This design comes from an exercise in tuning for small area, a short achievable clock period and few clock cycles per item on the open sky130 flow, not from production work.
Only simulation tests tie the RTL to the original design; equivalence was not proved.

==> inputs of build 27 <==
// binomial_coefficient_unit
module binomial_coefficient_unit (
  input  logic                            clk_i,
  input  logic                            rst_ni,
  input  logic                            req_valid_i,
  output logic                            req_ready_o,
  input  logic [bcu_pkg::ArgWidth-1:0]    req_total_n_i,
  input  logic [bcu_pkg::ArgWidth-1:0]    req_choose_k_i,
  output logic                            rsp_valid_o,
  input  logic                            rsp_ready_i,
  output logic [bcu_pkg::CoefWidth-1:0]   rsp_coefficient_o,
  output logic [bcu_pkg::StatusWidth-1:0] rsp_status_o
);
export LEC_CHECK = 0
export ABC_AREA = 1
export CAP_MARGIN = 20
export CORE_MARGIN = 2
export CORE_UTILIZATION = 40
export SLEW_MARGIN = 20
create_clock -name core_clock -period 7.0 [get_ports {clk_i}]
run.sh (not shown) runs the stock make flow with config.mk's settings and CLKGATE_MAP_FILE= SYNTH_SCRIPT=/design/flow/synth_recipe.tcl, a recipe that flattens the netlist after the stock synthesis.
==> inputs of trial 47, as changes to build 27 <==
--- a/flow/design.v
+++ b/flow/design.v
@@ -7620,17 +7620,19 @@
   input  logic [bcu_pkg::ArgWidth-1:0]    req_choose_k_i,
   output logic                            rsp_valid_o,
   input  logic                            rsp_ready_i,
   output logic [bcu_pkg::CoefWidth-1:0]   rsp_coefficient_o,
   output logic [bcu_pkg::StatusWidth-1:0] rsp_status_o
 );
-  typedef enum logic [1:0] {
-    StIdle  = 2'd0,
-    StFirst = 2'd1,
-    StMul   = 2'd2,
-    StResp  = 2'd3
+  typedef enum logic [2:0] {
+    StIdle  = 3'd0,
+    StFirst = 3'd1,    
+    StMul   = 3'd2,    
+    StResp  = 3'd3,    
+    StRespF = 3'd4,    
+    StRespT = 3'd5     
   } state_e;
   state_e                         state_q, state_d;
   logic [7:0]                     n_q, n_d;       
   logic [5:0]                     k_q, k_d;       
   logic [7:0]                     lo_q, lo_d;     
   logic [7:0]                     x_q, x_d;       
@@ -7641,17 +7643,20 @@
   logic [1:0]                     e13_q, e13_d;
   logic [9:0]                     pm_q, pm_d;     
   logic [7:0]                     f_q, f_d;       
   logic [7:0]                     nb_q, nb_d;     
   logic [7:0]                     nblg_q, nblg_d;  
   logic [bcu_pkg::CoefWidth-1:0]  coef_q, coef_d;
+  logic [1:0]                     tk_q, tk_d;     
   bcu_pkg::status_e               status_q, status_d;
   logic       take;
   logic [7:0] rq_n, rq_k, rq_nk, rq_kp, rq_lo;
   logic       rq_range, rq_ovf, rq_k0, rq_k1;
-  assign req_ready_o = (state_q == StIdle) || ((state_q == StResp) && rsp_ready_i);
+  logic       last_mul;
+  assign req_ready_o = (state_q == StIdle) || ((state_q == StResp) && rsp_ready_i) ||
+                       last_mul;
   assign take        = req_valid_i && req_ready_o;
   logic [7:0] rq_maxk;
   logic       rq_kle;           
   always_comb begin
     rq_n     = req_total_n_i;
     rq_k     = req_choose_k_i;
@@ -7771,13 +7776,15 @@
     end
     kval  = pval_of(ksel, ke3, ke5, ke7, ke11, ke13);
   end
   logic       gen_on;
   logic [7:0] tab_in, tab_m, tab_p;
   logic       tab_hit;
-  assign gen_on = (state_q == StFirst) || (state_q == StMul);
+  assign gen_on   = (state_q == StFirst) || (state_q == StRespF) ||
+                    ((state_q == StMul) && gen_any);
+  assign last_mul = (state_q == StMul) && !gen_any;
   always_comb begin
     tab_in = gen_on ? x_q : rq_n;
     tab_m  = bcu_pkg::big_term(tab_in);
     tab_p  = bcu_pkg::big_prime(tab_m);
     if (gen_on) begin
       tab_hit = tab_m > lo_q;
@@ -7834,12 +7841,13 @@
   logic [bcu_pkg::CoefWidth-1:0] prod;
   bcu_muldiv u_muldiv (
     .value_i(coef_q),
     .mul_i  (f_q),
     .prod_o (prod)
   );
+  logic first;
   always_comb begin
     state_d  = state_q;
     n_d      = n_q;
     k_d      = k_q;
     lo_d     = lo_q;
     x_d      = x_q;
@@ -7851,27 +7859,30 @@
     pm_d     = pm_q;
     f_d      = f_q;
     nb_d     = nb_q;
     nblg_d   = nblg_q;
     coef_d   = coef_q;
     status_d = status_q;
+    tk_d     = tk_q;
+    first    = (state_q == StFirst) || ((state_q == StRespF) && rsp_ready_i);
+    if (first) begin
+      coef_d   = bcu_pkg::CoefWidth'(f_q) << e2;
+      status_d = bcu_pkg::StOk;
+      e3_d     = ke3;
+      e5_d     = ke5;
+      e7_d     = ke7;
+      e11_d    = ke11;
+      e13_d    = ke13;
+      pm_d     = kpend & ~ksel;
+      nb_d     = tab_hit ? tab_p : 8'd0;
+      nblg_d   = bcu_pkg::big_lg(tab_p);
+      x_d      = tab_hit ? (tab_m - 8'd1) : 8'd0;
+      f_d      = (kpend != '0) ? kval : 8'd1;
+      state_d  = ((kpend != '0) || tab_hit) ? StMul : StResp;
+    end
     case (state_q)
-      StFirst: begin
-        coef_d = bcu_pkg::CoefWidth'(f_q) << e2;
-        e3_d   = ke3;
-        e5_d   = ke5;
-        e7_d   = ke7;
-        e11_d  = ke11;
-        e13_d  = ke13;
-        pm_d   = kpend & ~ksel;
-        nb_d   = tab_hit ? tab_p : 8'd0;
-        nblg_d = bcu_pkg::big_lg(tab_p);
-        x_d    = tab_hit ? (tab_m - 8'd1) : 8'd0;
-        f_d    = (kpend != '0) ? kval : 8'd1;
-        state_d = ((kpend != '0) || tab_hit) ? StMul : StResp;
-      end
       StMul: begin
         coef_d = prod;
         f_d    = gen_f;
         pm_d   = pm_q & ~gen_clr;
         if (gen_big) begin
           nb_d   = tab_hit ? tab_p : 8'd0;
@@ -7882,35 +7893,71 @@
       end
       StResp: begin
         if (rsp_ready_i) begin
           state_d = StIdle;
         end
       end
+      StRespT: begin
+        if (rsp_ready_i) begin
+          state_d = StResp;
+          case (tk_q)
+            2'd0: begin
+              status_d = bcu_pkg::StRange;
+              coef_d   = '0;
+            end
+            2'd1: begin
+              status_d = bcu_pkg::StOverflow;
+              coef_d   = '0;
+            end
+            2'd2: begin
+              status_d = bcu_pkg::StOk;
+              coef_d   = bcu_pkg::CoefWidth'(1);
+            end
+            default: begin
+              status_d = bcu_pkg::StOk;
+              coef_d   = bcu_pkg::CoefWidth'(n_q);
+            end
+          endcase
+        end
+      end
       default: ;
     endcase
     if (take) begin
       n_d     = rq_n;
       k_d     = rq_kp[5:0];
       lo_d    = rq_lo;
       x_d     = tab_hit ? (tab_m - 8'd1) : 8'd0;
       f_d     = tab_hit ? tab_p : 8'd1;
-      state_d = StResp;
       if (rq_range) begin
-        status_d = bcu_pkg::StRange;
-        coef_d   = '0;
+        tk_d = 2'd0;
       end else if (rq_ovf) begin
-        status_d = bcu_pkg::StOverflow;
-        coef_d   = '0;
+        tk_d = 2'd1;
+      end else if (rq_k0) begin
+        tk_d = 2'd2;
+      end else begin
+        tk_d = 2'd3;
+      end
+      if (last_mul) begin
+        state_d = (rq_range || rq_ovf || rq_k0 || rq_k1) ? StRespT : StRespF;
       end else begin
-        status_d = bcu_pkg::StOk;
-        if (rq_k0) begin
-          coef_d = bcu_pkg::CoefWidth'(1);
-        end else if (rq_k1) begin
-          coef_d = bcu_pkg::CoefWidth'(rq_n);
+        state_d = StResp;
+        if (rq_range) begin
+          status_d = bcu_pkg::StRange;
+          coef_d   = '0;
+        end else if (rq_ovf) begin
+          status_d = bcu_pkg::StOverflow;
+          coef_d   = '0;
         end else begin
-          state_d = StFirst;
+          status_d = bcu_pkg::StOk;
+          if (rq_k0) begin
+            coef_d = bcu_pkg::CoefWidth'(1);
+          end else if (rq_k1) begin
+            coef_d = bcu_pkg::CoefWidth'(rq_n);
+          end else begin
+            state_d = StFirst;
+          end
         end
       end
     end
   end
   always_ff @(posedge clk_i or negedge rst_ni) begin
     if (!rst_ni) begin
@@ -7931,12 +7978,14 @@
     e13_q    <= e13_d;
     pm_q     <= pm_d;
     f_q      <= f_d;
     nb_q     <= nb_d;
     nblg_q   <= nblg_d;
     coef_q   <= coef_d;
+    tk_q     <= tk_d;
     status_q <= status_d;
   end
-  assign rsp_valid_o       = (state_q == StResp);
+  assign rsp_valid_o       = (state_q == StResp) || (state_q == StRespF) ||
+                             (state_q == StRespT);
   assign rsp_coefficient_o = coef_q;
   assign rsp_status_o      = status_q;
 endmodule
- CORE_UTILIZATION: 40 -> 55
- PLACE_DENSITY: default -> 0.7
- SETUP_SLACK_MARGIN: default -> 0.8
==> inputs of build 35, as changes to build 27 <==
--- a/flow/design.v
+++ b/flow/design.v
@@ -7620,17 +7620,19 @@
   input  logic [bcu_pkg::ArgWidth-1:0]    req_choose_k_i,
   output logic                            rsp_valid_o,
   input  logic                            rsp_ready_i,
   output logic [bcu_pkg::CoefWidth-1:0]   rsp_coefficient_o,
   output logic [bcu_pkg::StatusWidth-1:0] rsp_status_o
 );
-  typedef enum logic [1:0] {
-    StIdle  = 2'd0,
-    StFirst = 2'd1,
-    StMul   = 2'd2,
-    StResp  = 2'd3
+  typedef enum logic [2:0] {
+    StIdle  = 3'd0,
+    StFirst = 3'd1,    
+    StMul   = 3'd2,    
+    StResp  = 3'd3,    
+    StRespF = 3'd4,    
+    StRespT = 3'd5     
   } state_e;
   state_e                         state_q, state_d;
   logic [7:0]                     n_q, n_d;       
   logic [5:0]                     k_q, k_d;       
   logic [7:0]                     lo_q, lo_d;     
   logic [7:0]                     x_q, x_d;       
@@ -7641,17 +7643,20 @@
   logic [1:0]                     e13_q, e13_d;
   logic [9:0]                     pm_q, pm_d;     
   logic [7:0]                     f_q, f_d;       
   logic [7:0]                     nb_q, nb_d;     
   logic [7:0]                     nblg_q, nblg_d;  
   logic [bcu_pkg::CoefWidth-1:0]  coef_q, coef_d;
+  logic [1:0]                     tk_q, tk_d;     
   bcu_pkg::status_e               status_q, status_d;
   logic       take;
   logic [7:0] rq_n, rq_k, rq_nk, rq_kp, rq_lo;
   logic       rq_range, rq_ovf, rq_k0, rq_k1;
-  assign req_ready_o = (state_q == StIdle) || ((state_q == StResp) && rsp_ready_i);
+  logic       last_mul;
+  assign req_ready_o = (state_q == StIdle) || ((state_q == StResp) && rsp_ready_i) ||
+                       last_mul;
   assign take        = req_valid_i && req_ready_o;
   logic [7:0] rq_maxk;
   logic       rq_kle;           
   always_comb begin
     rq_n     = req_total_n_i;
     rq_k     = req_choose_k_i;
@@ -7771,13 +7776,15 @@
     end
     kval  = pval_of(ksel, ke3, ke5, ke7, ke11, ke13);
   end
   logic       gen_on;
   logic [7:0] tab_in, tab_m, tab_p;
   logic       tab_hit;
-  assign gen_on = (state_q == StFirst) || (state_q == StMul);
+  assign gen_on   = (state_q == StFirst) || (state_q == StRespF) ||
+                    ((state_q == StMul) && gen_any);
+  assign last_mul = (state_q == StMul) && !gen_any;
   always_comb begin
     tab_in = gen_on ? x_q : rq_n;
     tab_m  = bcu_pkg::big_term(tab_in);
     tab_p  = bcu_pkg::big_prime(tab_m);
     if (gen_on) begin
       tab_hit = tab_m > lo_q;
@@ -7834,12 +7841,13 @@
   logic [bcu_pkg::CoefWidth-1:0] prod;
   bcu_muldiv u_muldiv (
     .value_i(coef_q),
     .mul_i  (f_q),
     .prod_o (prod)
   );
+  logic first;
   always_comb begin
     state_d  = state_q;
     n_d      = n_q;
     k_d      = k_q;
     lo_d     = lo_q;
     x_d      = x_q;
@@ -7851,27 +7859,30 @@
     pm_d     = pm_q;
     f_d      = f_q;
     nb_d     = nb_q;
     nblg_d   = nblg_q;
     coef_d   = coef_q;
     status_d = status_q;
+    tk_d     = tk_q;
+    first    = (state_q == StFirst) || ((state_q == StRespF) && rsp_ready_i);
+    if (first) begin
+      coef_d   = bcu_pkg::CoefWidth'(f_q) << e2;
+      status_d = bcu_pkg::StOk;
+      e3_d     = ke3;
+      e5_d     = ke5;
+      e7_d     = ke7;
+      e11_d    = ke11;
+      e13_d    = ke13;
+      pm_d     = kpend & ~ksel;
+      nb_d     = tab_hit ? tab_p : 8'd0;
+      nblg_d   = bcu_pkg::big_lg(tab_p);
+      x_d      = tab_hit ? (tab_m - 8'd1) : 8'd0;
+      f_d      = (kpend != '0) ? kval : 8'd1;
+      state_d  = ((kpend != '0) || tab_hit) ? StMul : StResp;
+    end
     case (state_q)
-      StFirst: begin
-        coef_d = bcu_pkg::CoefWidth'(f_q) << e2;
-        e3_d   = ke3;
-        e5_d   = ke5;
-        e7_d   = ke7;
-        e11_d  = ke11;
-        e13_d  = ke13;
-        pm_d   = kpend & ~ksel;
-        nb_d   = tab_hit ? tab_p : 8'd0;
-        nblg_d = bcu_pkg::big_lg(tab_p);
-        x_d    = tab_hit ? (tab_m - 8'd1) : 8'd0;
-        f_d    = (kpend != '0) ? kval : 8'd1;
-        state_d = ((kpend != '0) || tab_hit) ? StMul : StResp;
-      end
       StMul: begin
         coef_d = prod;
         f_d    = gen_f;
         pm_d   = pm_q & ~gen_clr;
         if (gen_big) begin
           nb_d   = tab_hit ? tab_p : 8'd0;
@@ -7882,35 +7893,71 @@
       end
       StResp: begin
         if (rsp_ready_i) begin
           state_d = StIdle;
         end
       end
+      StRespT: begin
+        if (rsp_ready_i) begin
+          state_d = StResp;
+          case (tk_q)
+            2'd0: begin
+              status_d = bcu_pkg::StRange;
+              coef_d   = '0;
+            end
+            2'd1: begin
+              status_d = bcu_pkg::StOverflow;
+              coef_d   = '0;
+            end
+            2'd2: begin
+              status_d = bcu_pkg::StOk;
+              coef_d   = bcu_pkg::CoefWidth'(1);
+            end
+            default: begin
+              status_d = bcu_pkg::StOk;
+              coef_d   = bcu_pkg::CoefWidth'(n_q);
+            end
+          endcase
+        end
+      end
       default: ;
     endcase
     if (take) begin
       n_d     = rq_n;
       k_d     = rq_kp[5:0];
       lo_d    = rq_lo;
       x_d     = tab_hit ? (tab_m - 8'd1) : 8'd0;
       f_d     = tab_hit ? tab_p : 8'd1;
-      state_d = StResp;
       if (rq_range) begin
-        status_d = bcu_pkg::StRange;
-        coef_d   = '0;
+        tk_d = 2'd0;
       end else if (rq_ovf) begin
-        status_d = bcu_pkg::StOverflow;
-        coef_d   = '0;
+        tk_d = 2'd1;
+      end else if (rq_k0) begin
+        tk_d = 2'd2;
+      end else begin
+        tk_d = 2'd3;
+      end
+      if (last_mul) begin
+        state_d = (rq_range || rq_ovf || rq_k0 || rq_k1) ? StRespT : StRespF;
       end else begin
-        status_d = bcu_pkg::StOk;
-        if (rq_k0) begin
-          coef_d = bcu_pkg::CoefWidth'(1);
-        end else if (rq_k1) begin
-          coef_d = bcu_pkg::CoefWidth'(rq_n);
+        state_d = StResp;
+        if (rq_range) begin
+          status_d = bcu_pkg::StRange;
+          coef_d   = '0;
+        end else if (rq_ovf) begin
+          status_d = bcu_pkg::StOverflow;
+          coef_d   = '0;
         end else begin
-          state_d = StFirst;
+          status_d = bcu_pkg::StOk;
+          if (rq_k0) begin
+            coef_d = bcu_pkg::CoefWidth'(1);
+          end else if (rq_k1) begin
+            coef_d = bcu_pkg::CoefWidth'(rq_n);
+          end else begin
+            state_d = StFirst;
+          end
         end
       end
     end
   end
   always_ff @(posedge clk_i or negedge rst_ni) begin
     if (!rst_ni) begin
@@ -7931,12 +7978,14 @@
     e13_q    <= e13_d;
     pm_q     <= pm_d;
     f_q      <= f_d;
     nb_q     <= nb_d;
     nblg_q   <= nblg_d;
     coef_q   <= coef_d;
+    tk_q     <= tk_d;
     status_q <= status_d;
   end
-  assign rsp_valid_o       = (state_q == StResp);
+  assign rsp_valid_o       = (state_q == StResp) || (state_q == StRespF) ||
+                             (state_q == StRespT);
   assign rsp_coefficient_o = coef_q;
   assign rsp_status_o      = status_q;
 endmodule
- SETUP_SLACK_MARGIN: default -> 0.8
==> impl_metrics.toml <==
[outcome]
outcome = "finished clean"

[critical_path]
setup.worst_path.end = "f_q[4]"
max_stage_delay_ps = 510

[final_layout]
antenna_cells = 0
register_area_um2 = 3470

[grt]
grt_pass1_vias = 37500

[synthesis]
synth_edf_count = 53
synth_xor_area_frac = 0.0319
synthMuxAreaShare = 0.000277

[place]
placed_area_um2 = 38800

[timing]
timing.hold.ws_ps = 470

[floorplanning]
die_x_um = 305
initial_utilization = 0.403
That was build 35.
==> impl_metrics.toml <==
[floorplanning]
initial_utilization = 0.553
die_x_um = 261

[critical_path]
reg2reg_depth = 38
setup.worst_path.end = "f_q[1]"

[final_layout]
antenna_cells = 1
drive_gt1_frac = 0.121

[grt]
grt_pass1_vias = 37200

[synthesis]
synth_edf_count = 53
synthMuxAreaShare = 0.000277

[timing]
timing.hold.ws_ps = 470

[place]
placed_area_um2 = 38500

[outcome]
outcome = "finished clean"
That was trial 47.
==> impl_metrics.toml <==
[grt]
grt_pass1_vias = 35900

[floorplanning]
initial_utilization = 0.402

[place]
placed_area_um2 = 38200

[synthesis]
synth_edf_count = 77
synth_xor_area_frac = 0.0297
synthMuxAreaShare = 0.000318

[outcome]
outcome = "finished clean"

[critical_path]
max_stage_delay_ps = 520
setup.worst_path.end = "f_q[1]"
That was build 27.
Testbench counts of build 27, summed over its fixed seeds: cycles 6,069, requests 1,280.
Testbench counts of trial 47, summed over its fixed seeds: cycles 5,631, requests 1,280.
Testbench counts of build 35, summed over its fixed seeds: cycles 5,631, requests 1,280.

## port drivers added, routing unchanged
How much do the figures lean on ideal ports? The routed layouts below were timed once more, with nothing changed but the port constraints. Step 1 (the two cells are an assumption about what drives the block):
set clk [get_ports {clk_i}]
set_driving_cell -lib_cell sky130_fd_sc_hd__clkbuf_16 $clk
set_driving_cell -lib_cell sky130_fd_sc_hd__buf_2 [delete_from_list [all_inputs] $clk]
Step 2 also shifts input and output timing later by t, the mid clock arrival at the registers, as if the neighbouring blocks saw the same clock. a / b / c = ideal / step 1 / step 2; a / b = the first two.
| run | shift t [ns] | slack for setup (ns) | worst setup path after step 2 | pins driven straight from the clock port |
|---|---|---|---|---|
| build 27 | 0.583 | 0.313 / 0.313 / 0.313 | register to register | 1 |
| trial 47 | 0.558 | 0.478 / 0.478 / 0.478 | register to register | 1 |
| build 35 | 0.563 | 0.512 / 0.512 / 0.512 | register to register | 1 |
After both steps every run listed still meets setup and hold.
